From an optimization exercise on the open Yosys and OpenROAD flow, aimed at small area, a short achievable clock period and few clock cycles per item; shortcuts taken in it are not production practice.
In this exercise RTL edits were held to simulation tests only and were not proved equivalent to the original.
Power and IR drop assume default switching activity.

==> flow/design.v, too long to show whole: its modules and the start of the top module <==
// module g_inv: 3 lines
// module g_nand2: 3 lines
// module g_nor2: 3 lines
// module g_xor2: 3 lines
// module g_xnor2: 3 lines
// module g_aoi21: 3 lines
// module g_oai21: 3 lines
// module g_aoi22: 3 lines
// module g_aoi222: 11 lines
// module g_mux2: 3 lines
// module g_nand3: 3 lines
// module g_nand4: 3 lines
// module g_nor3: 3 lines
// module g_mux2i: 3 lines
// module g_andn: 3 lines
// module g_nand2b: 3 lines
// module g_o221a: 10 lines
// module g_or2: 3 lines
// module g_and2: 3 lines
// module g_and2b: 3 lines
// module rf_bit: 11 lines
// module rf_read_port: 37 lines
// module alu: 1685 lines
// module ooo_core_top: 166 lines
// module commit_port_reg: 18 lines
module ooo_core_top (
    input  logic        clk,
    input  logic        rst,
    input  logic        in_valid,
    input  logic [2:0]  in_op,
    input  logic [4:0]  in_rd,
    input  logic [4:0]  in_rs1,
    input  logic [4:0]  in_rs2,
    input  logic [31:0] in_imm,
    input  logic        in_use_imm,
    output logic        in_ready,
    output logic        commit_valid,
    output logic [4:0]  commit_rd,
    output logic [31:0] commit_value,
    output logic [31:0] commit_seq
);
  // ...
==> flow/flow/run.sh <==
#!/bin/bash
# The standard layout (the standard.sh, standard synthesis unchanged) with
# these changes to how the layout is made:
#  * before floorplanning, every combinational cell is set to its smallest
#    drive strength (flow/downsize.tcl); repair upsizes what the timing needs
#  * floorplanning removes synthesis buffers instead of repairing timing there
#  * ports are buffered with buf_2 (the default picks a delay cell); repair
#    resizes port buffers as the timing needs
# ORFS writes each step's log under orfs/logs/; make's own output goes to
# standard.log.
set -euo pipefail
here=$(pwd)
bash standard.sh SETUP_SLACK_MARGIN=6.1 REMOVE_ABC_BUFFERS=1 \
    PRE_FLOORPLAN_TCL="$here/flow/downsize.tcl" \
    BUFFER_PORTS_ARGS="-buffer_cell sky130_fd_sc_hd__buf_2" finish > standard.log 2>&1
==> flow/flow/downsize.tcl <==
# Set every combinational cell to the smallest drive strength of its kind; the
# flow's timing repair then upsizes only what the timing needs.
set block [ord::get_db_block]
set db [ord::get_db]
array set smallest {}
foreach lib [$db getLibs] {
  foreach m [$lib getMasters] {
    set n [$m getName]
    if {[regexp {^(sky130_fd_sc_hd__[a-z0-9]+)_([0-9]+)$} $n -> base sz]} {
      set lc [get_lib_cells -quiet $n]
      if {$lc eq ""} continue
      if {[get_property $lc dont_use]} continue
      set a [expr {[$m getWidth] * [$m getHeight]}]
      if {![info exists smallest($base)] || $a < [lindex $smallest($base) 1] ||
          ($a == [lindex $smallest($base) 1] && $sz == 1)} {
        set smallest($base) [list $n $a]
      }
    }
  }
}
set changed 0
foreach inst [$block getInsts] {
  set m [$inst getMaster]
  if {[$m isSequential]} continue
  set n [$m getName]
  if {![regexp {^(sky130_fd_sc_hd__[a-z0-9]+)_([0-9]+)$} $n -> base sz]} continue
  if {[string match "*clkbuf*" $base] || [string match "*conb*" $base]} continue
  if {![info exists smallest($base)]} continue
  set to [lindex $smallest($base) 0]
  if {$to ne $n} {
    replace_cell [$inst getName] $to
    incr changed
  }
}
puts "downsize: changed $changed instances"
==> flow/standard.sh <==
#!/bin/bash
# synth_recipe.tcl (not shown) runs the flow's synth.tcl, then flattens the netlist and writes it again
# the make line also repeats each setting of config.mk as NAME=value (left out here)
make -C /OpenROAD-flow-scripts/flow DESIGN_CONFIG=/design/flow/config.mk WORK_HOME=/design/flow/orfs CLKGATE_MAP_FILE= SYNTH_SCRIPT=/design/flow/synth_recipe.tcl "${@:-finish}"
==> flow/config.mk <==
export PLATFORM = sky130hd
export DESIGN_NAME = ooo_core_top
export DESIGN_NICKNAME = ooo_core_top
export VERILOG_FILES = /design/flow/design.v
export SDC_FILE = /design/flow/constraint.sdc
export NUM_CORES = 8
export LEC_CHECK = 0
export CAP_MARGIN = 20
export CORE_MARGIN = 2
export CORE_UTILIZATION = 65
export CTS_BUF_LIST = sky130_fd_sc_hd__clkbuf_16
export CTS_CLUSTER_DIAMETER = 80
export CTS_CLUSTER_SIZE = 20
export PLACE_DENSITY = 0.75
export SETUP_SLACK_MARGIN = 5
export SLEW_MARGIN = 20
export SYNTH_HIERARCHICAL = 1
==> flow/constraint.sdc <==
create_clock -name core_clock -period 9.0 [get_ports {clk}]
set_input_delay 1.8000 -clock core_clock [delete_from_list [all_inputs] [get_ports {clk}]]
set_output_delay 1.8000 -clock core_clock [all_outputs]
set_load 0.01 [all_outputs]
==> reports/results.ini, run 1 <==
[power_and_ir_drop]
clock_power_mw=3.60
clkPwrFrac=0.227
powerComb_mw=3.81
sequentialPowerShare=0.532
seq_power_mw=8.44

[route]
viasPerCell=8.45
met3_length_um=41300
wl_met2_um=89300
m1WireLength_um=75700
highest_layer=met5

[cells_and_area]
n_all_inverters=259
n_antenna_cell=5
largest_register_ffs=992
bufAreaShareNonClock=0.0450
seq_cell_count=1324
multi_input_area_um2=25300
buffers=341
largest_class=registers
seq_area_frac=0.451
multi_input_area_share=0.429

[floorplanning]
start_util=0.656
die_h_um=289
rows=104

[cts]
cts_buffer_depth=3
ctsHoldBuffers=0
cts_buffers=77

[run_status]
status=complete, no violations

[global_route]
grt_antenna_before_repair=5
grtUsageMet3=0.236
grt_pass1_vias=49968
grt_max_degree=64

[setup_path]
crit_type=register to output port
crit_arrival_ps=1170
rrSetupSlack_ps=6110
path_depth=1

[synthesis]
syn_inst=4799
synth-warning-count=9

[sta]
setup_viol=0
skew_ps=39.7
hold_slack_ps=415
fin_ws_ps=6030
period_needed_ps=2970
max_freq_mhz=337

[placement]
gp_congestion=0.966

[worst_hold_path]
min_path_type=register to register

Testbench counts, summed over its fixed seeds: cycles 16,024, items 16,000.
==> run 2, diff against run 1 <==
--- a/flow/config.mk
+++ b/flow/config.mk
@@ -10,7 +10,7 @@
 export CORE_UTILIZATION = 65
 export CTS_BUF_LIST = sky130_fd_sc_hd__clkbuf_16
 export CTS_CLUSTER_DIAMETER = 80
-export CTS_CLUSTER_SIZE = 20
+export CTS_CLUSTER_SIZE = 24
 export PLACE_DENSITY = 0.75
 export SETUP_SLACK_MARGIN = 5
 export SLEW_MARGIN = 20
==> run 2 against run 1 <==
Largest power group unchanged; core utilization is 0.36 points lower; count of clock-buffer cells in the layout is 12 lower; design area is 0.49% lower; clock power is 6.9% lower.
==> reports/results.ini, run 2 <==
[cts]
ctsHoldBuffers=0  ; unchanged
cts_root_buf=clkbuf_16  ; unchanged
cts_sinks=1324  ; unchanged
cts.clk_slew.worst_paths_ps=90  ; about the same
cts_buffer_depth=3  ; unchanged
cts_buffers=66  ; was 77
htree_levels=3  ; unchanged
clk-insertion-delay-late_ps=680  ; was 690 ps
cts_tree=built  ; unchanged

[cells_and_area]
syn_to_final_growth_pct=11.4  ; was 12.0%
nets=5230  ; was 5,240
largest_register_ffs=992  ; unchanged
final_core_util=0.730  ; was 0.734
mostFrequentLayoutCells=dfxtp_1, a22o_1, a222oi_1  ; unchanged
layout-drive-gt1-share=0.103  ; was 0.105
regMostFlops=g_rf.g_bit.u.q  ; unchanged
layout_commonest_cell=dfxtp_1  ; unchanged

[sta]
slew_viol_final=0  ; unchanged
hold_slack_ps=409  ; was 415 ps
period_needed_ps=2970  ; about the same
relSlewSlack=0.296  ; was 0.289
finalHoldViolCount=0  ; unchanged
max_freq_mhz=337  ; about the same
worstMarginPinSlew_ps=1050  ; was 1060 ps
post-route-period-util=0.330  ; was 0.329
setup_viol=0  ; unchanged
rsz0062_at_grt=true  ; unchanged
setup_tns_ps=0  ; unchanged
skew_ps=34.8  ; was 39.7 ps

[job]
maxCapViolations=0  ; unchanged

[power_and_ir_drop]
leakage_nw=22.6  ; was 22.7 nW
ir_drop_mv=0.214  ; was 0.203 mV
powerDensity_nw_per_um2=266  ; was 269 nW/um^2

[setup_path]
crit_arrival_ps=1170  ; about the same
worstPathCellList=buf_6  ; unchanged
cp-end-kind=output port  ; unchanged
crit_family=flip-flops  ; unchanged
cp_max_fo=6  ; was 5
required_ps=7200  ; about the same
crit_type=register to output port  ; unchanged
cp-start-kind=register  ; unchanged
worst-path-buf-inv=1  ; unchanged
max_stage_delay_ps=400  ; was 370 ps
slowest_stage=dfxtp_4  ; unchanged

[route]
ant_nets=0  ; unchanged
viasPerCell=8.47  ; was 8.45
vias=52981  ; was 52,872
drc_errors=0  ; unchanged
dr.first_iter.drc_count=12725  ; was 13,034
firstDrtPassIters=22  ; was 17
drt_wl_total_um=226000  ; was 227,000 um
wl_per_cell_um=36.2  ; about the same

[floorplanning]
dieArea_um2=83400  ; unchanged
dieWidth_um=289  ; unchanged
core_um2=80400  ; unchanged
start_util=0.656  ; unchanged
die_h_um=289  ; unchanged
io_pins=125  ; unchanged
rows=104  ; unchanged

[global_route]
grt_pass1_wl_um=321000  ; was 322,000 um
grt_util_all_layers=0.516  ; was 0.518
grt_overflow_total=0  ; unchanged
grt_max_degree=64  ; unchanged
grt_antenna_before_repair=5  ; unchanged
grt_pass1_vias=49747  ; was 49,968

[synthesis]
syn_inst=4799  ; unchanged
synth-warning-count=9  ; unchanged
syn_area_um2=52700  ; unchanged
syn_area_per_cell_um2=11.0  ; unchanged

[placement]
dp_hpwl_um=130000  ; unchanged
port_buffers=124  ; unchanged
gp_congestion=0.966  ; unchanged

[worst_hold_path]
min_path_type=register to register  ; unchanged

[run_status]
status=complete, no violations  ; unchanged

-- run 2: metrics by stage --
step | setup slack (ps) | instances | instance area [um^2] | power (mW)
after floorplan | 5850 | 4765 | 52600 | 10.5
after global placement | 5430 | 6120 | 55800 | 11.8
after detailed placement | 5450 | 6120 | 55800 | 11.9
after CTS | 6030 | 6232 | 58400 | 15.2
after global routing | 6020 | 6248 | 58700 | 16.0
final | 6030 | 6253 | 58700 | 15.6
-- run 2: path summary, 6_finish.rpt --
kind                             startpoint             end  slack [ps]  cells after the start
worst max register to register  i_sel_a[19]       x_a_n[15]        6060                      4
worst min register to register      i_rd[1]         x_rd[1]         410                      0
worst max-delay path              c_seq[12]  commit_seq[12]        6030                      1
worst min-delay path                i_rd[1]         x_rd[1]         410                      0
-- run 2: cell type report --
cell class,instances,area (um^2)
Inverter,259,972
Sequential cell,1324,26600
Antenna cell,5,12.5
Fill cell,5919,21700
Clock buffer,68,1700
Multi-Input combinational cell,3182,25300
Timing Repair Buffer,342,2650
Clock inverter,13,128
Tap cell,1060,1330
-- run 2: per-layer routing --
metal | part of all wire | global-route usage | up-vias
met5 | 0.00084 | 0.0176 | -
met4 | 0.090 | 0.365 | 12
met3 | 0.18 | 0.236 | 1381
met2 | 0.39 | 0.712 | 5496
met1 | 0.34 | 0.634 | 24958
li1 | - | - | 21134
-- run 2: timing repair --
item / in CTS / in global routing
pin swaps: 0 / 9
buffers inserted: 31 / 16
gates resized for setup: 131 / 55
endpoints found under the setup margin: 116 / 135
-- run 2: power by group --
part	total [mW]	leakage [nW]	switching [mW]	internal [mW]
clock	3.35	0.905	1.96	1.39
combinational	3.82	10.8	2.17	1.65
sequential	8.44	10.9	1.22	7.22
-- run 2: worst reg2reg max path, stage by stage, from the launching register on --
cell	delay, ps
dfxtp_1	320
buf_4	310
a222oi_1	670
nand4_1	460
nor3_1	970
==> run 3, diff against run 2 <==
--- a/flow/flow/run.sh
+++ b/flow/flow/run.sh
@@ -10,6 +10,6 @@
 # standard.log.
 set -euo pipefail
 here=$(pwd)
-bash standard.sh SETUP_SLACK_MARGIN=6.1 REMOVE_ABC_BUFFERS=1 \
+bash standard.sh SETUP_SLACK_MARGIN=6.25 REMOVE_ABC_BUFFERS=1 \
     PRE_FLOORPLAN_TCL="$here/flow/downsize.tcl" \
     BUFFER_PORTS_ARGS="-buffer_cell sky130_fd_sc_hd__buf_2" finish > standard.log 2>&1
--- a/flow/config.mk
+++ b/flow/config.mk
@@ -10,7 +10,7 @@
 export CORE_UTILIZATION = 65
 export CTS_BUF_LIST = sky130_fd_sc_hd__clkbuf_16
 export CTS_CLUSTER_DIAMETER = 80
-export CTS_CLUSTER_SIZE = 24
+export CTS_CLUSTER_SIZE = 20
 export PLACE_DENSITY = 0.75
 export SETUP_SLACK_MARGIN = 5
 export SLEW_MARGIN = 20
==> run 3 against run 2 <==
Still clean; critical path depth unchanged; final cell count up 0.70%; non-clock buffer count up 35; clock power up 7.2%; global-route usage up 0.17 points; largest cell class unchanged.
==> reports/results.ini, run 3 <==
[run_status]
status=complete, no violations  ; unchanged

[cells_and_area]
layout-drive-gt1-share=0.117  ; was 0.103
syn_to_final_growth_pct=13.1  ; was 11.4%
instances_no_fill=6297  ; was 6,253
seq_area_um2=26700  ; was 26,600 um^2
largest_register_ffs=992  ; unchanged
final_core_util=0.741  ; was 0.730
regMostFlops=g_rf.g_bit.u.q  ; unchanged
mostFrequentLayoutCells=dfxtp_1, a22o_1, a222oi_1  ; unchanged
multi_input_area_um2=25500  ; was 25,300 um^2
nets=5276  ; was 5,230
fillCellCount=5776  ; was 5,919
layout_commonest_cell=dfxtp_1  ; unchanged

[route]
firstDrtPassIters=15  ; was 22
drt_wl_total_um=228000  ; was 226,000 um
vias=53094  ; was 52,981
viasPerCell=8.43  ; was 8.47
dr.first_iter.drc_count=13323  ; was 12,725
drc_errors=0  ; unchanged
wl_per_cell_um=36.2  ; about the same
ant_nets=0  ; unchanged

[sta]
post-route-period-util=0.329  ; was 0.330
finalHoldViolCount=0  ; unchanged
max_freq_mhz=338  ; was 337 MHz
setup_viol=0  ; unchanged
slew_viol_final=0  ; unchanged
setup_tns_ps=0  ; unchanged
rsz0062_at_grt=true  ; unchanged
skew_ps=36.5  ; was 34.8 ps
relSlewSlack=0.316  ; was 0.296
period_needed_ps=2960  ; was 2970 ps
worstMarginPinSlew_ps=1020  ; was 1050 ps

[power_and_ir_drop]
ir_drop_mv=0.205  ; was 0.214 mV
powerDensity_nw_per_um2=268  ; was 266 nW/um^2
clkPwrFrac=0.225  ; was 0.215
leakage_nw=23.0  ; was 22.6 nW
power_frac_comb=0.246  ; was 0.245
power.switching_mw=5.43  ; was 5.35 mW
sequentialPowerShare=0.529  ; was 0.541
internal_power_mw=10.6  ; was 10.3 mW
swShare=0.340  ; was 0.343

[cts]
cts_tree=built  ; unchanged
cts.clk_slew.worst_paths_ps=80  ; was 90 ps
cts_root_buf=clkbuf_16  ; unchanged
cts_sinks=1324  ; unchanged
clk-insertion-delay-late_ps=690  ; was 680 ps
cts_buffer_depth=3  ; unchanged
htree_levels=3  ; unchanged
cts_buffers=77  ; was 66

[global_route]
grt_util_all_layers=0.518  ; was 0.516
grt_pass1_wl_um=322000  ; was 321,000 um
grt_antenna_before_repair=4  ; was 5
grt_pass1_vias=50025  ; was 49,747
grt_max_degree=64  ; unchanged
grt_overflow_total=0  ; unchanged

[setup_path]
crit_type=register to output port  ; unchanged
required_ps=7200  ; about the same
cp-end-kind=output port  ; unchanged
worstPathCellList=buf_6  ; unchanged
slowest_stage=dfxtp_4  ; unchanged
cp-start-kind=register  ; unchanged
worst-path-buf-inv=1  ; unchanged
max_stage_delay_ps=370  ; was 400 ps
crit_arrival_ps=1160  ; was 1170 ps
cp_max_fo=4  ; was 6
crit_family=flip-flops  ; unchanged

[placement]
dp_hpwl_um=130000  ; unchanged
gp_congestion=0.966  ; unchanged
dp.cells=6120  ; unchanged
port_buffers=124  ; unchanged

[worst_hold_path]
min_path_type=register to register  ; unchanged

[floorplanning]
start_util=0.656  ; unchanged
core_um2=80400  ; unchanged
dieWidth_um=289  ; unchanged
rows=104  ; unchanged
io_pins=125  ; unchanged
dieArea_um2=83400  ; unchanged
die_h_um=289  ; unchanged

[synthesis]
syn_area_um2=52700  ; unchanged
synth-warning-count=9  ; unchanged
syn_inst=4799  ; unchanged
syn_area_per_cell_um2=11.0  ; unchanged

[job]
maxCapViolations=0  ; unchanged

==> run 3: cell types whose count changed in the layout (fill, tap and decap cells not counted), sizes merged <==
cell / previous run / this run
clkinvlp: 1 / 0
clkbuf: 68 / 85
diode: 5 / 8
inv: 260 / 255
buf: 342 / 372
==> run 3: per-layer routing <==
layer,track usage,up-vias,wire [um]
li1,-,21237,-
met1,0.635,25092,75900
met2,0.722,5342,89300
met3,0.236,1411,41900
met4,0.357,12,20700
met5,0.0119,-,368
==> run 3: stage by stage <==
stage | hold slack, ps | cell area, um^2 | power, mW | worst slack [ps]
after global routing | 432 | 59600 | 16.4 | 6020
after CTS | 417 | 58700 | 15.5 | 6030
after global placement | 403 | 55800 | 11.8 | 5430
after floorplan | 331 | 52600 | 10.5 | 5850
final | 418 | 59600 | 16.0 | 6040
after detailed placement | 404 | 55800 | 11.9 | 5450
==> run 3: repair_timing <==
item	CTS	global route
endpoints found under the setup margin	138	135
setup buffers	33	44
pin swaps	4	26
hold buffers	0	0
resized for setup	152	90
cloned	0	4
==> run 3: layout make-up <==
type | instances | area share
diodes | 8 | 0.000336
clock buffers | 80 | 0.0336
clock inverters | 7 | 0.00155
inverters | 259 | 0.0163
multi-input cells | 3182 | 0.428
flip-flops and latches | 1324 | 0.447
well taps | 1060 | 0.0223
repair buffers | 377 | 0.0510
==> run 3: power by group through the flow <==
stage	clock network, mW	registers, mW	logic [mW]
2_1_floorplan	0	8.19	2.33
3_3_place_gp	0	8.41	3.38
3_5_place_dp	0	8.45	3.49
4_1_cts	3.56	8.36	3.60
5_1_grt	3.76	8.56	4.10
6_report	3.59	8.45	3.94
==> run 3: path summary, 6_finish.rpt <==
kind,start,end,slack [ps],cells past startpoint
hold / removal,i_rd[4],x_rd[4],420,0
setup reg to reg,i_sel_a[19],x_a_n[15],6080,4
hold reg to reg,i_rd[4],x_rd[4],420,0
setup / recovery,c_seq[17],commit_seq[17],6040,1
==> run 3: worst register-to-register path, cell delays in order (launching register included) <==
cell and delay [ps]:
dfxtp_1 310, buf_4 320, a222oi_1 670, nand4_1 470, nor3_1 950
==> module ooo_core_top, before the edit <==
module ooo_core_top (
    input  logic        clk,
    input  logic        rst,
    input  logic        in_valid,
    input  logic [2:0]  in_op,
    input  logic [4:0]  in_rd,
    input  logic [4:0]  in_rs1,
    input  logic [4:0]  in_rs2,
    input  logic [31:0] in_imm,
    input  logic        in_use_imm,
    output logic        in_ready,
    output logic        commit_valid,
    output logic [4:0]  commit_rd,
    output logic [31:0] commit_value,
    output logic [31:0] commit_seq
);
    logic [31:1][31:0] rf;
    logic        ready_q;
    logic        wd_en;       
    logic [31:1] we;          
    logic [31:1] hold;        
    logic [31:1] xw;          
    logic        i_valid;
    logic [2:0]  i_op;
    logic [4:0]  i_rd;
    logic [31:0] i_imm;
    logic        i_use_imm;
    logic [31:1] i_sel_a;     
    logic [31:1] i_sel_b;     
    logic        i_fwd_a;     
    logic        i_fwd_b;
    logic        i_byp_a;     
    logic        i_byp_b;
    logic        x_valid;
    logic [4:0]  x_rd;
    logic [31:0] x_a_n;       
    logic [31:0] x_b;         
    logic        x_fwd_a;     
    logic        x_fwd_ar;    
    logic        x_nfwd_a;    
    logic        x_nfwd_ar;   
    logic        x_fwd_b;     
    logic        x_fwd_bn;    
    logic        x_nfwd_b;    
    logic        x_fwd_n;     
    logic        x_sub_n;     
    logic        x_sel_sum;   
    logic        x_sel_sp;    
    logic        x_sel_p;     
    logic        x_sel_g;     
    logic        x_nsel_sll;
    logic        x_nsel_srl;
    logic        x_sel_slt;
    logic        x_sel_b0p;   
    logic        x_sel_b0n;   
    logic        c_valid;
    logic [4:0]  c_rd;
    logic [31:0] c_value;
    logic [31:0] c_seq;
    always_comb begin
        for (int i = 1; i < 32; i++) xw[i] = x_valid && x_rd == 5'(i);
    end
    always_ff @(posedge clk) begin
        ready_q <= !rst;
        wd_en   <= !rst;
        if (rst) begin
            i_valid <= 1'b0;
        end else begin
            i_valid <= in_valid && ready_q;
        end
        i_op      <= in_op;
        i_rd      <= in_rd;
        i_imm     <= in_imm;
        i_use_imm <= in_use_imm;
        for (int i = 1; i < 32; i++) begin
            i_sel_a[i] <= in_rs1 == 5'(i) && !xw[i];
            i_sel_b[i] <= in_rs2 == 5'(i) && !xw[i] && !in_use_imm;
        end
        i_fwd_a <= i_valid && i_rd == in_rs1;
        i_fwd_b <= i_valid && i_rd == in_rs2 && !in_use_imm;
        i_byp_a <= x_valid && x_rd == in_rs1;
        i_byp_b <= x_valid && x_rd == in_rs2 && !in_use_imm;
    end
    logic        rd_zero;
    logic [31:0] rd_a_n;
    logic [31:0] rd_b_n;
    logic [31:0] rd_b;
    logic        op_sub;
    logic        op_srl;
    assign rd_zero = i_rd == 5'd0;
    rf_read_port #(.HAS_IMM(1'b0)) port_a (
        .sel(i_sel_a), .rf(rf), .byp(i_byp_a), .byp_value(c_value),
        .imm_sel(1'b0), .imm(32'd0), .q_n(rd_a_n)
    );
    rf_read_port port_b (
        .sel(i_sel_b), .rf(rf), .byp(i_byp_b), .byp_value(c_value),
        .imm_sel(i_use_imm), .imm(i_imm), .q_n(rd_b_n)
    );
    assign op_sub = i_op == 3'd1 || i_op == 3'd7;
    assign op_srl = i_op == 3'd6;
    for (genvar i = 0; i < 32; i++) begin : g_opnd
        g_xnor2 u_b (.a(rd_b_n[i]), .b(op_sub), .y(rd_b[i]));
    end
    always_ff @(posedge clk) begin
        if (rst) begin
            x_valid <= 1'b0;
        end else begin
            x_valid <= i_valid;
        end
        x_rd      <= i_rd;
        x_a_n     <= rd_a_n;
        x_b       <= rd_b;
        x_fwd_a   <= i_fwd_a && !op_srl;
        x_fwd_ar  <= i_fwd_a && op_srl;
        x_nfwd_a  <= !i_fwd_a && !op_srl;
        x_nfwd_ar <= !i_fwd_a && op_srl;
        x_fwd_b   <= i_fwd_b && !op_sub;
        x_fwd_bn  <= i_fwd_b && op_sub;
        x_nfwd_b  <= !i_fwd_b;
        x_fwd_n   <= i_fwd_b;
        x_sub_n   <= !op_sub;
        x_sel_sum  <= !rd_zero && (i_op == 3'd0 || i_op == 3'd1);
        x_sel_sp   <= !rd_zero && (i_op == 3'd0 || i_op == 3'd1 || i_op == 3'd3 || i_op == 3'd4);
        x_sel_p    <= !rd_zero && (i_op == 3'd3 || i_op == 3'd4);
        x_sel_g    <= !rd_zero && (i_op == 3'd2 || i_op == 3'd3);
        x_nsel_sll <= !(!rd_zero && i_op == 3'd5);
        x_nsel_srl <= !(!rd_zero && op_srl);
        x_sel_slt  <= !rd_zero && i_op == 3'd7;
        x_sel_b0p  <= !rd_zero && (i_op == 3'd0 || i_op == 3'd3 || i_op == 3'd4);
        x_sel_b0n  <= !rd_zero && i_op == 3'd1;
    end
    logic [31:0] result;
    alu u_alu (
        .c(c_value), .x_a_n(x_a_n), .x_b(x_b),
        .fwd_a(x_fwd_a), .fwd_ar(x_fwd_ar), .nfwd_a(x_nfwd_a), .nfwd_ar(x_nfwd_ar),
        .fwd_b(x_fwd_b), .fwd_bn(x_fwd_bn), .nfwd_b(x_nfwd_b), .fwd_n(x_fwd_n),
        .cin_n(x_sub_n), .sel_sum(x_sel_sum), .sel_sp(x_sel_sp),
        .sel_p(x_sel_p), .sel_g(x_sel_g), .nsel_sll(x_nsel_sll), .nsel_srl(x_nsel_srl),
        .sel_slt(x_sel_slt), .sel_b0p(x_sel_b0p), .sel_b0n(x_sel_b0n),
        .result(result)
    );
    logic        c_valid_d;
    logic [31:0] c_seq_d;
    assign c_valid_d = !rst && x_valid;
    assign c_seq_d   = rst ? 32'd0 : c_valid ? c_seq + 32'd1 : c_seq;
    always_ff @(posedge clk) begin
        for (int i = 1; i < 32; i++) we[i] <= rst || xw[i];
        c_valid <= c_valid_d;
        c_seq   <= c_seq_d;
        c_rd    <= x_rd;
        c_value <= result;
    end
    commit_port_reg port_reg (
        .clk(clk), .ready_d(!rst), .valid_d(c_valid_d), .rd_d(x_rd), .value_d(result),
        .ready(in_ready), .valid(commit_valid), .rd(commit_rd), .value(commit_value)
    );
    assign commit_seq = c_seq;
    logic [31:0] wdata;
    assign wdata = wd_en ? c_value : 32'd0;
    assign hold = ~we;
    for (genvar i = 1; i < 32; i++) begin : g_rf
        for (genvar j = 0; j < 32; j++) begin : g_bit
            rf_bit u (.clk(clk), .we(we[i]), .hold(hold[i]), .d(wdata[j]), .q(rf[i][j]));
        end
    end
endmodule
==> module commit_port_reg, before the edit <==
module commit_port_reg (
    input  logic        clk,
    input  logic        ready_d,
    input  logic        valid_d,
    input  logic [4:0]  rd_d,
    input  logic [31:0] value_d,
    output logic        ready,
    output logic        valid,
    output logic [4:0]  rd,
    output logic [31:0] value
);
    always_ff @(posedge clk) begin
        ready <= ready_d;
        valid <= valid_d;
        rd    <= rd_d;
        value <= value_d;
    end
endmodule
==> run 4, diff against run 3 <==
--- a/flow/design.v
+++ b/flow/design.v
@@ -1964,9 +1964,10 @@
     end
     commit_port_reg port_reg (
         .clk(clk), .ready_d(!rst), .valid_d(c_valid_d), .rd_d(x_rd), .value_d(result),
-        .ready(in_ready), .valid(commit_valid), .rd(commit_rd), .value(commit_value)
+        .seq_d(c_seq_d),
+        .ready(in_ready), .valid(commit_valid), .rd(commit_rd), .value(commit_value),
+        .seq(commit_seq)
     );
-    assign commit_seq = c_seq;
     logic [31:0] wdata;
     assign wdata = wd_en ? c_value : 32'd0;
     assign hold = ~we;
@@ -1982,15 +1983,18 @@
     input  logic        valid_d,
     input  logic [4:0]  rd_d,
     input  logic [31:0] value_d,
+    input  logic [31:0] seq_d,
     output logic        ready,
     output logic        valid,
     output logic [4:0]  rd,
-    output logic [31:0] value
+    output logic [31:0] value,
+    output logic [31:0] seq
 );
     always_ff @(posedge clk) begin
         ready <= ready_d;
         valid <= valid_d;
         rd    <= rd_d;
         value <= value_d;
+        seq   <= seq_d;
     end
 endmodule
--- a/flow/flow/run.sh
+++ b/flow/flow/run.sh
@@ -10,6 +10,6 @@
 # standard.log.
 set -euo pipefail
 here=$(pwd)
-bash standard.sh SETUP_SLACK_MARGIN=6.25 REMOVE_ABC_BUFFERS=1 \
+bash standard.sh SETUP_SLACK_MARGIN=6.15 REMOVE_ABC_BUFFERS=1 \
     PRE_FLOORPLAN_TCL="$here/flow/downsize.tcl" \
     BUFFER_PORTS_ARGS="-buffer_cell sky130_fd_sc_hd__buf_2" finish > standard.log 2>&1
--- a/flow/config.mk
+++ b/flow/config.mk
@@ -10,7 +10,7 @@
 export CORE_UTILIZATION = 65
 export CTS_BUF_LIST = sky130_fd_sc_hd__clkbuf_16
 export CTS_CLUSTER_DIAMETER = 80
-export CTS_CLUSTER_SIZE = 20
+export CTS_CLUSTER_SIZE = 24
 export PLACE_DENSITY = 0.75
 export SETUP_SLACK_MARGIN = 5
 export SLEW_MARGIN = 20
==> run 4 against run 3 <==
Largest cell class unchanged; still clean; critical path type unchanged; setup slack improved by 11 ps; hold slack improved by 3.0 ps; register-to-register slack improved by 130 ps; first-iteration DRC count decreased by 6.9%; global-route usage decreased by 1.8 points; largest power group unchanged; highest routed layer unchanged; routed wire length decreased by 1.7%.
==> reports/results.ini, run 4 <==
[setup_path]
crit_family=flip-flops  ; unchanged
required_ps=7200  ; about the same
cp-start-kind=register  ; unchanged
worstPathCellList=buf_6  ; unchanged
worst-path-buf-inv=1  ; unchanged
slowest_stage=dfxtp_2  ; was dfxtp_4
cp_max_fo=1  ; was 4
max_stage_delay_ps=370  ; about the same
r2r_cells=4  ; unchanged
crit_arrival_ps=1150  ; was 1160 ps
crit_type=register to output port  ; unchanged
rr_startpoint=c_valid  ; was i_sel_a[19]
r2r_end=port_reg.seq[28]  ; was x_a_n[15]
cp-end-kind=output port  ; unchanged
rrSetupSlack_ps=6210  ; was 6080 ps

[sta]
skew_ps=33.4  ; was 36.5 ps
relSlewSlack=0.152  ; was 0.316
rsz0062_at_grt=true  ; unchanged
setup_tns_ps=0  ; unchanged
post-route-period-util=0.328  ; was 0.329
worstMarginPinSlew_ps=1270  ; was 1020 ps
finalHoldViolCount=0  ; unchanged
period_needed_ps=2950  ; was 2960 ps
setup_viol=0  ; unchanged
slew_viol_final=0  ; unchanged
max_freq_mhz=339  ; was 338 MHz
fin_ws_ps=6050  ; was 6040 ps
hold_slack_ps=421  ; was 418 ps

[route]
drc_errors=0  ; unchanged
dr.first_iter.drc_count=12400  ; was 13,323
vias=52612  ; was 53,094
firstDrtPassIters=15  ; unchanged
wl_per_cell_um=36.0  ; was 36.2 um
drt_wl_total_um=224000  ; was 228,000 um
ant_nets=0  ; unchanged
viasPerCell=8.44  ; was 8.43

[cts]
cts_buffers=67  ; was 77
cts_buffer_depth=3  ; unchanged
cts_sinks=1356  ; was 1,324
htree_levels=3  ; unchanged
cts_tree=built  ; unchanged
cts.clk_slew.worst_paths_ps=90  ; was 80 ps
clk-insertion-delay-late_ps=680  ; was 690 ps
cts_root_buf=clkbuf_16  ; unchanged

[floorplanning]
start_util=0.659  ; was 0.656
dieArea_um2=84300  ; was 83,400 um^2
rows=104  ; unchanged
dieWidth_um=290  ; was 289 um
die_h_um=290  ; was 289 um
io_pins=125  ; unchanged
core_um2=80800  ; was 80,400 um^2

[synthesis]
syn_inst=4823  ; was 4,799
syn_area_um2=53300  ; was 52,700 um^2
synth-warning-count=9  ; unchanged
syn_area_per_cell_um2=11.0  ; about the same

[worst_hold_path]
min_path_type=register to register  ; unchanged
whs_endpoint=x_rd[4]  ; unchanged
min_path_cells=0  ; unchanged
min_from=i_rd[4]  ; unchanged

[cells_and_area]
fillCellCount=5942  ; was 5,776
regMostFlops=g_rf.g_bit.u.q  ; unchanged
nets=5214  ; was 5,276
largest_register_ffs=992  ; unchanged
layout_commonest_cell=dfxtp_1  ; unchanged
syn_to_final_growth_pct=10.5  ; was 13.1%
layout-drive-gt1-share=0.0932  ; was 0.117
final_core_util=0.728  ; was 0.741
mostFrequentLayoutCells=dfxtp_1, a22o_1, a222oi_1  ; unchanged

[power_and_ir_drop]
ir_drop_mv=0.198  ; was 0.205 mV
leakage_nw=22.7  ; was 23.0 nW
powerDensity_nw_per_um2=268  ; about the same
p_total_mw=15.8  ; was 16.0 mW

[global_route]
grt_util_all_layers=0.500  ; was 0.518
grt_overflow_total=0  ; unchanged
grt_antenna_before_repair=12  ; was 4
grt_max_degree=64  ; unchanged
grt_pass1_vias=49279  ; was 50,025
grt_pass1_wl_um=319000  ; was 322,000 um

[placement]
port_buffers=124  ; unchanged
post-place-ws_ps=5720  ; was 5450 ps
dp_hpwl_um=128000  ; was 130,000 um
gp_congestion=0.983  ; was 0.966

[run_status]
status=complete, no violations  ; unchanged

[job]
maxCapViolations=0  ; unchanged

[run 4: layout make-up]
class	instances	area [um^2]	share of cell area
sequential	1356	27200	0.462
multi-input combinational	3176	25300	0.429
timing repair buffer	300	2250	0.0382
clock buffer	68	1700	0.0289
tap	1060	1330	0.0225
inverter	258	968	0.0165
clock inverter	11	133	0.00225
antenna	6	15.0	0.000255
[run 4: per-layer routing]
metal	track usage	vias up	share of wire
met2	0.698	5295	0.39
li1	-	21144	-
met5	0.0147	-	0.0011
met1	0.610	24675	0.33
met4	0.372	12	0.096
met3	0.213	1486	0.18
[run 4: worst max-delay path by stage]
stage	from	cells past startpoint	endpoint	slack, ps
6_report	port_reg.value[30]	1	commit_value[30]	6050
3_3_place_gp	rst	4	i_valid	5730
3_5_place_dp	rst	4	i_valid	5720
5_1_grt	port_reg.value[18]	1	commit_value[18]	6050
2_1_floorplan	x_nfwd_ar	10	c_value[0]	5850
4_1_cts	port_reg.value[30]	1	commit_value[30]	6060
[run 4: what timing repair did]
action	CTS	global route
pin swaps	4	8
setup buffers	4	6
hold buffers	0	0
setup endpoints to repair	133	142
gates resized for setup	77	64
[run 4: metrics by stage]
stage	std cells	instance area, um^2
floorplan	4790	53200
CTS	6223	58500
finish	6235	58900
detailed placement	6140	56400
global route	6229	58800
global placement	6140	56400
[run 4: report_power, final]
group	switching, mW	internal, mW	leakage (nW)
Sequential	1.22	7.37	11.2
Combinational	2.16	1.65	10.6
Clock	1.97	1.41	0.901
Testbench counts of run 4, summed over its fixed seeds: cycles 16,024, items 16,000.
==> run 5, diff against run 4 <==
--- a/flow/config.mk
+++ b/flow/config.mk
@@ -15,3 +15,4 @@
 export SETUP_SLACK_MARGIN = 5
 export SLEW_MARGIN = 20
 export SYNTH_HIERARCHICAL = 1
+export TNS_END_PERCENT = 50
==> run 5 against run 4 <==
Synthesized cell count unchanged; flip-flop and latch count is the same; design area decreased by 0.23%; critical path type unchanged.
==> reports/results.ini, run 5 <==
[global_route]
grtUsageMet3=0.215  ; was 0.213
grt_pass1_wl_um=319000  ; about the same
grt_pass1_vias=49276  ; was 49,279
met2_usage=0.699  ; was 0.698
use_met1=0.609  ; was 0.610
grt_overflow_total=0  ; unchanged
grt_util_all_layers=0.500  ; about the same
grt.busiest_layer=met2  ; unchanged
grt_antenna_before_repair=14  ; was 12
grt_max_degree=64  ; unchanged

[setup_path]
slowest_stage=dfxtp_2  ; unchanged
cp-end-kind=output port  ; unchanged
max_stage_delay_ps=370  ; about the same
worstPathCellList=buf_6  ; unchanged
required_ps=7200  ; about the same
worst-path-buf-inv=1  ; unchanged
crit_type=register to output port  ; unchanged
crit_family=flip-flops  ; unchanged
cp_max_fo=1  ; unchanged
crit_arrival_ps=1140  ; was 1150 ps
cp-start-kind=register  ; unchanged

[cts]
cts_root_buf=clkbuf_16  ; unchanged
cts_sinks=1356  ; unchanged
htree_levels=3  ; unchanged
cts_buffers=67  ; unchanged
cts_buffer_depth=3  ; unchanged
clk-insertion-delay-late_ps=680  ; about the same
cts_tree=built  ; unchanged
ctsHoldBuffers=0  ; unchanged
cts.clk_slew.worst_paths_ps=90  ; about the same

[route]
wl_per_cell_um=35.9  ; was 36.0 um
drc_errors=0  ; unchanged
vias=52684  ; was 52,612
drt_wl_total_um=224000  ; about the same
viasPerCell=8.44  ; about the same
ant_nets=0  ; unchanged
firstDrtPassIters=17  ; was 15
dr.first_iter.drc_count=12318  ; was 12,400

[sta]
slew_viol_final=0  ; unchanged
setup_viol=0  ; unchanged
period_needed_ps=2940  ; was 2950 ps
worstMarginPinSlew_ps=1310  ; was 1270 ps
rsz0062_at_grt=true  ; unchanged
relSlewSlack=0.129  ; was 0.152
finalHoldViolCount=0  ; unchanged
setup_tns_ps=0  ; unchanged
post-route-period-util=0.327  ; was 0.328
fin_ws_ps=6060  ; was 6050 ps
skew_ps=30.7  ; was 33.4 ps
max_freq_mhz=340  ; was 339 MHz

[synthesis]
synth-warning-count=9  ; unchanged
syn_area_per_cell_um2=11.0  ; unchanged
syn_inst=4823  ; unchanged
syn_area_um2=53300  ; unchanged

[placement]
post-place-ws_ps=5720  ; unchanged
port_buffers=124  ; unchanged
gp_congestion=0.983  ; unchanged
dp_hpwl_um=128000  ; unchanged

[cells_and_area]
layout_commonest_cell=dfxtp_1  ; unchanged
nets=5216  ; was 5,214
regMostFlops=g_rf.g_bit.u.q  ; unchanged
syn_to_final_growth_pct=10.2  ; was 10.5%
multi_input_area_um2=25300  ; about the same
layout-drive-gt1-share=0.0895  ; was 0.0932
seq_area_um2=27200  ; about the same
largest_register_ffs=992  ; unchanged
fillCellCount=5964  ; was 5,942
mostFrequentLayoutCells=dfxtp_1, a22o_1, a222oi_1  ; unchanged

[power_and_ir_drop]
sequentialPowerShare=0.545  ; was 0.544
clkPwrFrac=0.215  ; about the same
power.switching_mw=5.35  ; about the same
powerDensity_nw_per_um2=268  ; about the same
ir_drop_mv=0.196  ; was 0.198 mV
swShare=0.339  ; about the same
power_frac_comb=0.240  ; was 0.241
leakage_nw=22.6  ; was 22.7 nW
internal_power_mw=10.4  ; about the same

[floorplanning]
io_pins=125  ; unchanged
die_h_um=290  ; unchanged
rows=104  ; unchanged
dieArea_um2=84300  ; unchanged
core_um2=80800  ; unchanged
start_util=0.659  ; unchanged
dieWidth_um=290  ; unchanged

[job]
maxCapViolations=0  ; unchanged

[run_status]
status=complete, no violations  ; unchanged

[worst_hold_path]
min_path_type=register to register  ; unchanged

[run 5: power groups by stage]
| stage | Sequential, mW | Clock, mW | Combinational (mW) |
|---|---|---|---|
| 3_5_place_dp | 8.60 | 0 | 3.48 |
| 3_3_place_gp | 8.57 | 0 | 3.37 |
| 5_1_grt | 8.69 | 3.56 | 3.96 |
| 2_1_floorplan | 8.33 | 0 | 2.33 |
| 6_report | 8.58 | 3.39 | 3.79 |
| 4_1_cts | 8.50 | 3.35 | 3.54 |
[run 5: final timing paths]
path	cells past startpoint	startpoint	slack, ps	endpoint
max reg2reg	4	c_valid	6180	port_reg.seq[27]
min	0	i_rd[1]	420	x_rd[1]
min reg2reg	0	i_rd[1]	420	x_rd[1]
max	1	port_reg.value[30]	6060	commit_value[30]
[run 5: layer usage]
metal / up-vias / wire length, um
met5: - / 188
met4: 10 / 20900
met3: 1450 / 39800
met2: 5244 / 88300
li1: 21138 / -
met1: 24842 / 75100
[run 5: through the flow]
step                      power [mW]  utilization  std cells  instance area [um^2]  hold WS, ps
after global routing            16.2        0.726       6231                 58700          434
after detailed placement        12.1        0.697       6140                 56400          405
final                           15.8        0.727       6240                 58700          422
after global placement          11.9        0.697       6140                 56400          401
after floorplan                 10.7            -       4790                 53200          331
after CTS                       15.4        0.723       6223                 58400          416
[run 5: layout make-up]
| class | count | area share |
|---|---|---|
| flip-flops and latches | 1356 | 0.463 |
| multi-input cells | 3176 | 0.430 |
| repair buffers | 302 | 0.0364 |
| clock buffers | 68 | 0.0290 |
| well taps | 1060 | 0.0226 |
| inverters | 258 | 0.0165 |
| clock inverters | 11 | 0.00226 |
| diodes | 9 | 0.000383 |
[run 5: timing repair]
action                                  in CTS  in global routing
cloned                                       0                  0
pin swaps                                    4                  7
buffers inserted                             4                  8
gates resized for setup                     46                 54
endpoints found under the setup margin     133                150
==> run 6, diff against run 5 <==
--- a/flow/flow/run.sh
+++ b/flow/flow/run.sh
@@ -10,6 +10,6 @@
 # standard.log.
 set -euo pipefail
 here=$(pwd)
-bash standard.sh SETUP_SLACK_MARGIN=6.15 REMOVE_ABC_BUFFERS=1 \
+bash standard.sh SETUP_SLACK_MARGIN=6.08 REMOVE_ABC_BUFFERS=1 \
     PRE_FLOORPLAN_TCL="$here/flow/downsize.tcl" \
     BUFFER_PORTS_ARGS="-buffer_cell sky130_fd_sc_hd__buf_2" finish > standard.log 2>&1
--- a/flow/config.mk
+++ b/flow/config.mk
@@ -15,4 +15,3 @@
 export SETUP_SLACK_MARGIN = 5
 export SLEW_MARGIN = 20
 export SYNTH_HIERARCHICAL = 1
-export TNS_END_PERCENT = 50
==> run 6 against run 5 <==
Still clean on timing, DRC and antenna; sequential share of layout area about the same; clock skew is 0.78 ps higher; hold slack about the same; power about the same; core utilization increased by 0.084 points; setup slack worse by 3.7 ps.
==> reports/results.ini, run 6 <==
[cts]
ctsHoldBuffers=0  ; unchanged
cts_root_buf=clkbuf_16  ; unchanged
htree_levels=3  ; unchanged
cts_buffers=67  ; unchanged
clk-insertion-delay-late_ps=680  ; about the same
cts_buffer_depth=3  ; unchanged
cts_sinks=1356  ; unchanged
cts.clk_slew.worst_paths_ps=90  ; about the same
cts_tree=built  ; unchanged

[power_and_ir_drop]
ir_drop_mv=0.197  ; was 0.196 mV
power_frac_comb=0.240  ; about the same
leakage_nw=22.6  ; about the same
clkPwrFrac=0.215  ; about the same
internal_power_mw=10.4  ; about the same
powerDensity_nw_per_um2=268  ; about the same
sequentialPowerShare=0.545  ; about the same
power.switching_mw=5.35  ; about the same
swShare=0.339  ; about the same

[placement]
dp_hpwl_um=128000  ; unchanged
port_buffers=124  ; unchanged
gp_congestion=0.983  ; unchanged

[global_route]
grt_overflow_total=0  ; unchanged
grt_antenna_before_repair=14  ; unchanged
grt_max_degree=64  ; unchanged
grt_pass1_wl_um=319000  ; about the same
grt_pass1_vias=49240  ; was 49,276
grt_util_all_layers=0.500  ; about the same

[setup_path]
crit_end=commit_value[30]  ; unchanged
max_stage_delay_ps=370  ; about the same
cp_max_fo=1  ; unchanged
path_depth=1  ; unchanged
required_ps=7200  ; about the same
crit_family=flip-flops  ; unchanged
cp-end-kind=output port  ; unchanged
r2r_end=port_reg.value[13]  ; was port_reg.seq[27]
rr_startpoint=x_fwd_n  ; was c_valid
worstPathCellList=buf_6  ; unchanged
rrSetupSlack_ps=6150  ; was 6180 ps
cp-start-kind=register  ; unchanged
crit_arrival_ps=1150  ; was 1140 ps
slowest_stage=dfxtp_2  ; unchanged
worst-path-buf-inv=1  ; unchanged
crit_start=port_reg.value[30]  ; unchanged
r2r_cells=9  ; was 4
crit_type=register to output port  ; unchanged

[synthesis]
syn_area_per_cell_um2=11.0  ; unchanged
synth-warning-count=9  ; unchanged
syn_inst=4823  ; unchanged
syn_area_um2=53300  ; unchanged

[route]
drt_wl_total_um=224000  ; about the same
dr.first_iter.drc_count=12736  ; was 12,318
drc_errors=0  ; unchanged
ant_nets=0  ; unchanged
firstDrtPassIters=22  ; was 17
vias=52429  ; was 52,684
viasPerCell=8.41  ; was 8.44
wl_per_cell_um=35.9  ; about the same

[sta]
period_needed_ps=2950  ; was 2940 ps
worstMarginPinSlew_ps=1270  ; was 1310 ps
max_freq_mhz=339  ; was 340 MHz
rsz0062_at_grt=true  ; unchanged
relSlewSlack=0.151  ; was 0.129
post-route-period-util=0.327  ; about the same
slew_viol_final=0  ; unchanged
setup_viol=0  ; unchanged
setup_tns_ps=0  ; unchanged
hold_slack_ps=422  ; about the same
skew_ps=31.5  ; was 30.7 ps
finalHoldViolCount=0  ; unchanged

[job]
maxCapViolations=0  ; unchanged

[cells_and_area]
nets=5212  ; was 5,216
layout_commonest_cell=dfxtp_1  ; unchanged
regMostFlops=g_rf.g_bit.u.q  ; unchanged
multi_input_area_um2=25200  ; was 25,300 um^2
syn_to_final_growth_pct=10.4  ; was 10.2%
mostFrequentLayoutCells=dfxtp_1, a22o_1, a222oi_1  ; unchanged
fillCellCount=5957  ; was 5,964
seq_area_um2=27200  ; about the same
layout-drive-gt1-share=0.0913  ; was 0.0895
largest_register_ffs=992  ; unchanged

[floorplanning]
core_um2=80800  ; unchanged
rows=104  ; unchanged
dieArea_um2=84300  ; unchanged
dieWidth_um=290  ; unchanged
io_pins=125  ; unchanged
die_h_um=290  ; unchanged
start_util=0.659  ; unchanged

[run_status]
status=complete, no violations  ; unchanged

[worst_hold_path]
min_path_type=register to register  ; unchanged
min_path_cells=0  ; unchanged

[run 6: per-layer routing]
metal | global-route usage | wire, um | vias to the layer above
li1 | - | - | 21119
met1 | 0.611 | 75400 | 24658
met2 | 0.699 | 87900 | 5176
met3 | 0.212 | 39600 | 1462
met4 | 0.370 | 21000 | 14
met5 | 0.0147 | 223 | -
[run 6: repair_timing]
action                     CTS  global route
setup endpoints to repair   75           127
gates resized for setup     50            76
pin swaps                    1             6
setup buffers                2             6
[run 6: worst min path at each step]
stage | start | endpoint | slack [ps]
final | i_rd[2] | x_rd[2] | 420
after global routing | i_rd[2] | x_rd[2] | 430
after CTS | i_rd[4] | x_rd[4] | 420
after detailed placement | i_rd[4] | x_rd[4] | 400
after global placement | i_rd[4] | x_rd[4] | 400
after floorplan | i_fwd_b | x_fwd_n | 330
[run 6: cell type report]
class | count | area share
diodes | 7 | 0.000298
clock buffers | 68 | 0.0289
clock inverters | 11 | 0.00226
inverters | 258 | 0.0165
multi-input cells | 3176 | 0.429
flip-flops and latches | 1356 | 0.463
well taps | 1060 | 0.0226
repair buffers | 298 | 0.0374
[run 6: power groups by stage]
stage / logic, mW / registers [mW] / clock network, mW
2_1_floorplan: 2.33 / 8.33 / 0
3_3_place_gp: 3.37 / 8.57 / 0
3_5_place_dp: 3.48 / 8.60 / 0
4_1_cts: 3.53 / 8.50 / 3.35
5_1_grt: 3.96 / 8.70 / 3.56
6_report: 3.79 / 8.59 / 3.39
[run 6: per-stage QoR]
stage | instance area [um^2] | util | setup slack [ps] | std cells | power [mW]
2_1_floorplan | 53200 | - | 5850 | 4790 | 10.7
3_3_place_gp | 56400 | 0.697 | 5730 | 6140 | 11.9
3_5_place_dp | 56400 | 0.697 | 5720 | 6140 | 12.1
4_1_cts | 58400 | 0.723 | 6060 | 6221 | 15.4
5_1_grt | 58800 | 0.727 | 6050 | 6227 | 16.2
6_report | 58800 | 0.728 | 6050 | 6234 | 15.8
==> run 7, diff against run 6 <==
--- a/flow/config.mk
+++ b/flow/config.mk
@@ -15,3 +15,4 @@
 export SETUP_SLACK_MARGIN = 5
 export SLEW_MARGIN = 20
 export SYNTH_HIERARCHICAL = 1
+export TNS_END_PERCENT = 50
==> run 7 against run 6 <==
Synthesized area is the same; still clean on timing, DRC and antenna; global-route usage barely moved; count of clock-buffer cells in the layout unchanged; routed wire length barely moved; setup slack lost 28 ps; power shrank 0.45%; synthesized cell count did not move.
==> reports/results.ini, run 7 <==
[placement]
post-place-ws_ps=5720  ; unchanged
dp_hpwl_um=128000  ; unchanged
port_buffers=124  ; unchanged
gp_congestion=0.983  ; unchanged

[setup_path]
cp-end-kind=output port  ; unchanged
rrSetupSlack_ps=6140  ; was 6150 ps
crit_start=port_reg.value[1]  ; was port_reg.value[30]
cp_max_fo=1  ; unchanged
r2r_cells=4  ; was 9
rr_startpoint=c_valid  ; was x_fwd_n
max_stage_delay_ps=360  ; was 370 ps
slowest_stage=dfxtp_1  ; was dfxtp_2
crit_type=register to output port  ; unchanged
crit_arrival_ps=1180  ; was 1150 ps
cp-start-kind=register  ; unchanged
worst-path-buf-inv=1  ; unchanged
r2r_end=port_reg.seq[27]  ; was port_reg.value[13]
required_ps=7200  ; about the same
crit_family=flip-flops  ; unchanged
worstPathCellList=buf_2  ; was buf_6

[power_and_ir_drop]
ir_drop_mv=0.197  ; about the same
p_total_mw=15.7  ; was 15.8 mW
power_frac_comb=0.238  ; was 0.240
powerDensity_nw_per_um2=268  ; about the same
sequentialPowerShare=0.546  ; was 0.545
swShare=0.340  ; was 0.339
internal_power_mw=10.4  ; about the same
clkPwrFrac=0.216  ; was 0.215
leakage_nw=22.6  ; about the same
power.switching_mw=5.34  ; was 5.35 mW

[route]
firstDrtPassIters=15  ; was 22
ant_nets=0  ; unchanged
dr.first_iter.drc_count=12549  ; was 12,736
drc_errors=0  ; unchanged
wl_per_cell_um=35.9  ; about the same
vias=52600  ; was 52,429
viasPerCell=8.43  ; was 8.41
drt_wl_total_um=224000  ; about the same

[sta]
finalHoldViolCount=0  ; unchanged
fin_ws_ps=6020  ; was 6050 ps
setup_viol=0  ; unchanged
worstMarginPinSlew_ps=1310  ; was 1270 ps
max_freq_mhz=336  ; was 339 MHz
post-route-period-util=0.331  ; was 0.327
relSlewSlack=0.129  ; was 0.151
setup_tns_ps=0  ; unchanged
period_needed_ps=2980  ; was 2950 ps
skew_ps=31.1  ; was 31.5 ps
slew_viol_final=0  ; unchanged
rsz0062_at_grt=true  ; unchanged

[cells_and_area]
syn_to_final_growth_pct=9.84  ; was 10.4%
layout-drive-gt1-share=0.0836  ; was 0.0913
mostFrequentLayoutCells=dfxtp_1, a22o_1, a222oi_1  ; unchanged
nets=5213  ; was 5,212
regMostFlops=g_rf.g_bit.u.q  ; unchanged
largest_register_ffs=992  ; unchanged
layout_commonest_cell=dfxtp_1  ; unchanged

[cts]
cts.clk_slew.worst_paths_ps=100  ; was 90 ps
htree_levels=3  ; unchanged
cts_tree=built  ; unchanged
cts_buffers=67  ; unchanged
clk-insertion-delay-late_ps=680  ; about the same
cts_buffer_depth=3  ; unchanged
cts_sinks=1356  ; unchanged
cts_root_buf=clkbuf_16  ; unchanged

[synthesis]
syn_area_per_cell_um2=11.0  ; unchanged
syn_area_um2=53300  ; unchanged
syn_inst=4823  ; unchanged
synth-warning-count=9  ; unchanged

[global_route]
grt_pass1_vias=49241  ; was 49,240
grt_pass1_wl_um=319000  ; about the same
grt_antenna_before_repair=14  ; unchanged
grt_util_all_layers=0.500  ; about the same
grt_overflow_total=0  ; unchanged
grt_max_degree=64  ; unchanged

[floorplanning]
start_util=0.659  ; unchanged
dieArea_um2=84300  ; unchanged
rows=104  ; unchanged
io_pins=125  ; unchanged
die_h_um=290  ; unchanged
core_um2=80800  ; unchanged
dieWidth_um=290  ; unchanged

[worst_hold_path]
min_from=i_rd[2]  ; unchanged
whs_endpoint=x_rd[2]  ; unchanged
min_path_type=register to register  ; unchanged
min_path_cells=0  ; unchanged

[job]
maxCapViolations=0  ; unchanged

[run_status]
status=complete, no violations  ; unchanged

==> run 7: how the worst max path moves through the flow <==
stage / end / slack, ps / cells after the start
detailed placement: i_valid / 5720 / 4
floorplan: c_value[0] / 5850 / 10
global placement: i_valid / 5730 / 4
finish: commit_value[1] / 6020 / 1
global route: commit_value[17] / 6020 / 1
CTS: commit_valid / 6020 / 1
==> run 7: layout make-up <==
type	instances	area, um^2
diodes	10	25.0
well taps	1060	1330
repair buffers	299	1970
flip-flops and latches	1356	27200
fillers	5984	22300
multi-input cells	3176	25200
clock inverters	11	133
inverters	258	968
clock buffers	68	1700
==> run 7: what timing repair did <==
action                                  CTS  global route
endpoints found under the setup margin   75           127
pin swaps                                 1             7
hold buffers                              0             0
gates resized for setup                  10            38
buffers inserted                          2             7
==> run 7: power groups by stage <==
| stage | Combinational (mW) | Sequential (mW) | Clock (mW) |
|---|---|---|---|
| after floorplan | 2.33 | 8.33 | 0 |
| after global placement | 3.37 | 8.57 | 0 |
| after detailed placement | 3.48 | 8.60 | 0 |
| after CTS | 3.50 | 8.49 | 3.35 |
| after global routing | 3.91 | 8.68 | 3.56 |
| final | 3.74 | 8.57 | 3.39 |
==> run 7: per-layer routing <==
metal,up-vias,global-route usage,wire (um)
li1,21136,-,-
met1,24886,0.609,75600
met2,5100,0.698,87700
met3,1466,0.214,39300
met4,12,0.371,21100
met5,-,0.0147,204
==> run 7: stage by stage <==
step,hold slack (ps),cells,instance area (um^2),util
4_1_cts,416,6221,58300,0.721
3_5_place_dp,405,6140,56400,0.697
6_report,421,6238,58500,0.724
3_3_place_gp,401,6140,56400,0.697
2_1_floorplan,331,4790,53200,-
5_1_grt,434,6228,58500,0.724

-- separate check: timing with driven ports --
The flow's constraints put no driver on any port. The routed layouts listed below were extracted and timed again, unchanged, in two steps.
Step 1, drivers: a clkbuf_16 drives clk and a buf_2 each remaining input, both assumed.
Step 2 moves the port delays by t, midway between the first and last clock arrival at a register: inputs arrive t later, outputs are due t later. That takes back most of the time a late clock gives input paths.
Three values: ideal ports, drivers, drivers and shift; two values: the first two.
run | t (ns) | setup WS [ns] | worst data-port slew with drivers (ns)
run 1 | 0.748 | 6.035 / 5.955 / 5.624 | 0.05
run 2 | 0.738 | 6.032 / 5.956 / 5.715 | 0.05
run 3 | 0.743 | 6.039 / 5.964 / 5.636 | 0.06
run 4 | 0.736 | 6.050 / 5.979 / 5.676 | 0.04
run 5 | 0.736 | 6.056 / 5.986 / 5.649 | 0.04
run 6 | 0.735 | 6.053 / 5.981 / 5.669 | 0.04
run 7 | 0.738 | 6.024 / 5.952 / 5.673 | 0.04
After both steps every run listed still meets setup and hold. For run 1, which loses most, drivers alone change the setup slack by -0.080 ns; drivers and shift together by -0.411 ns.
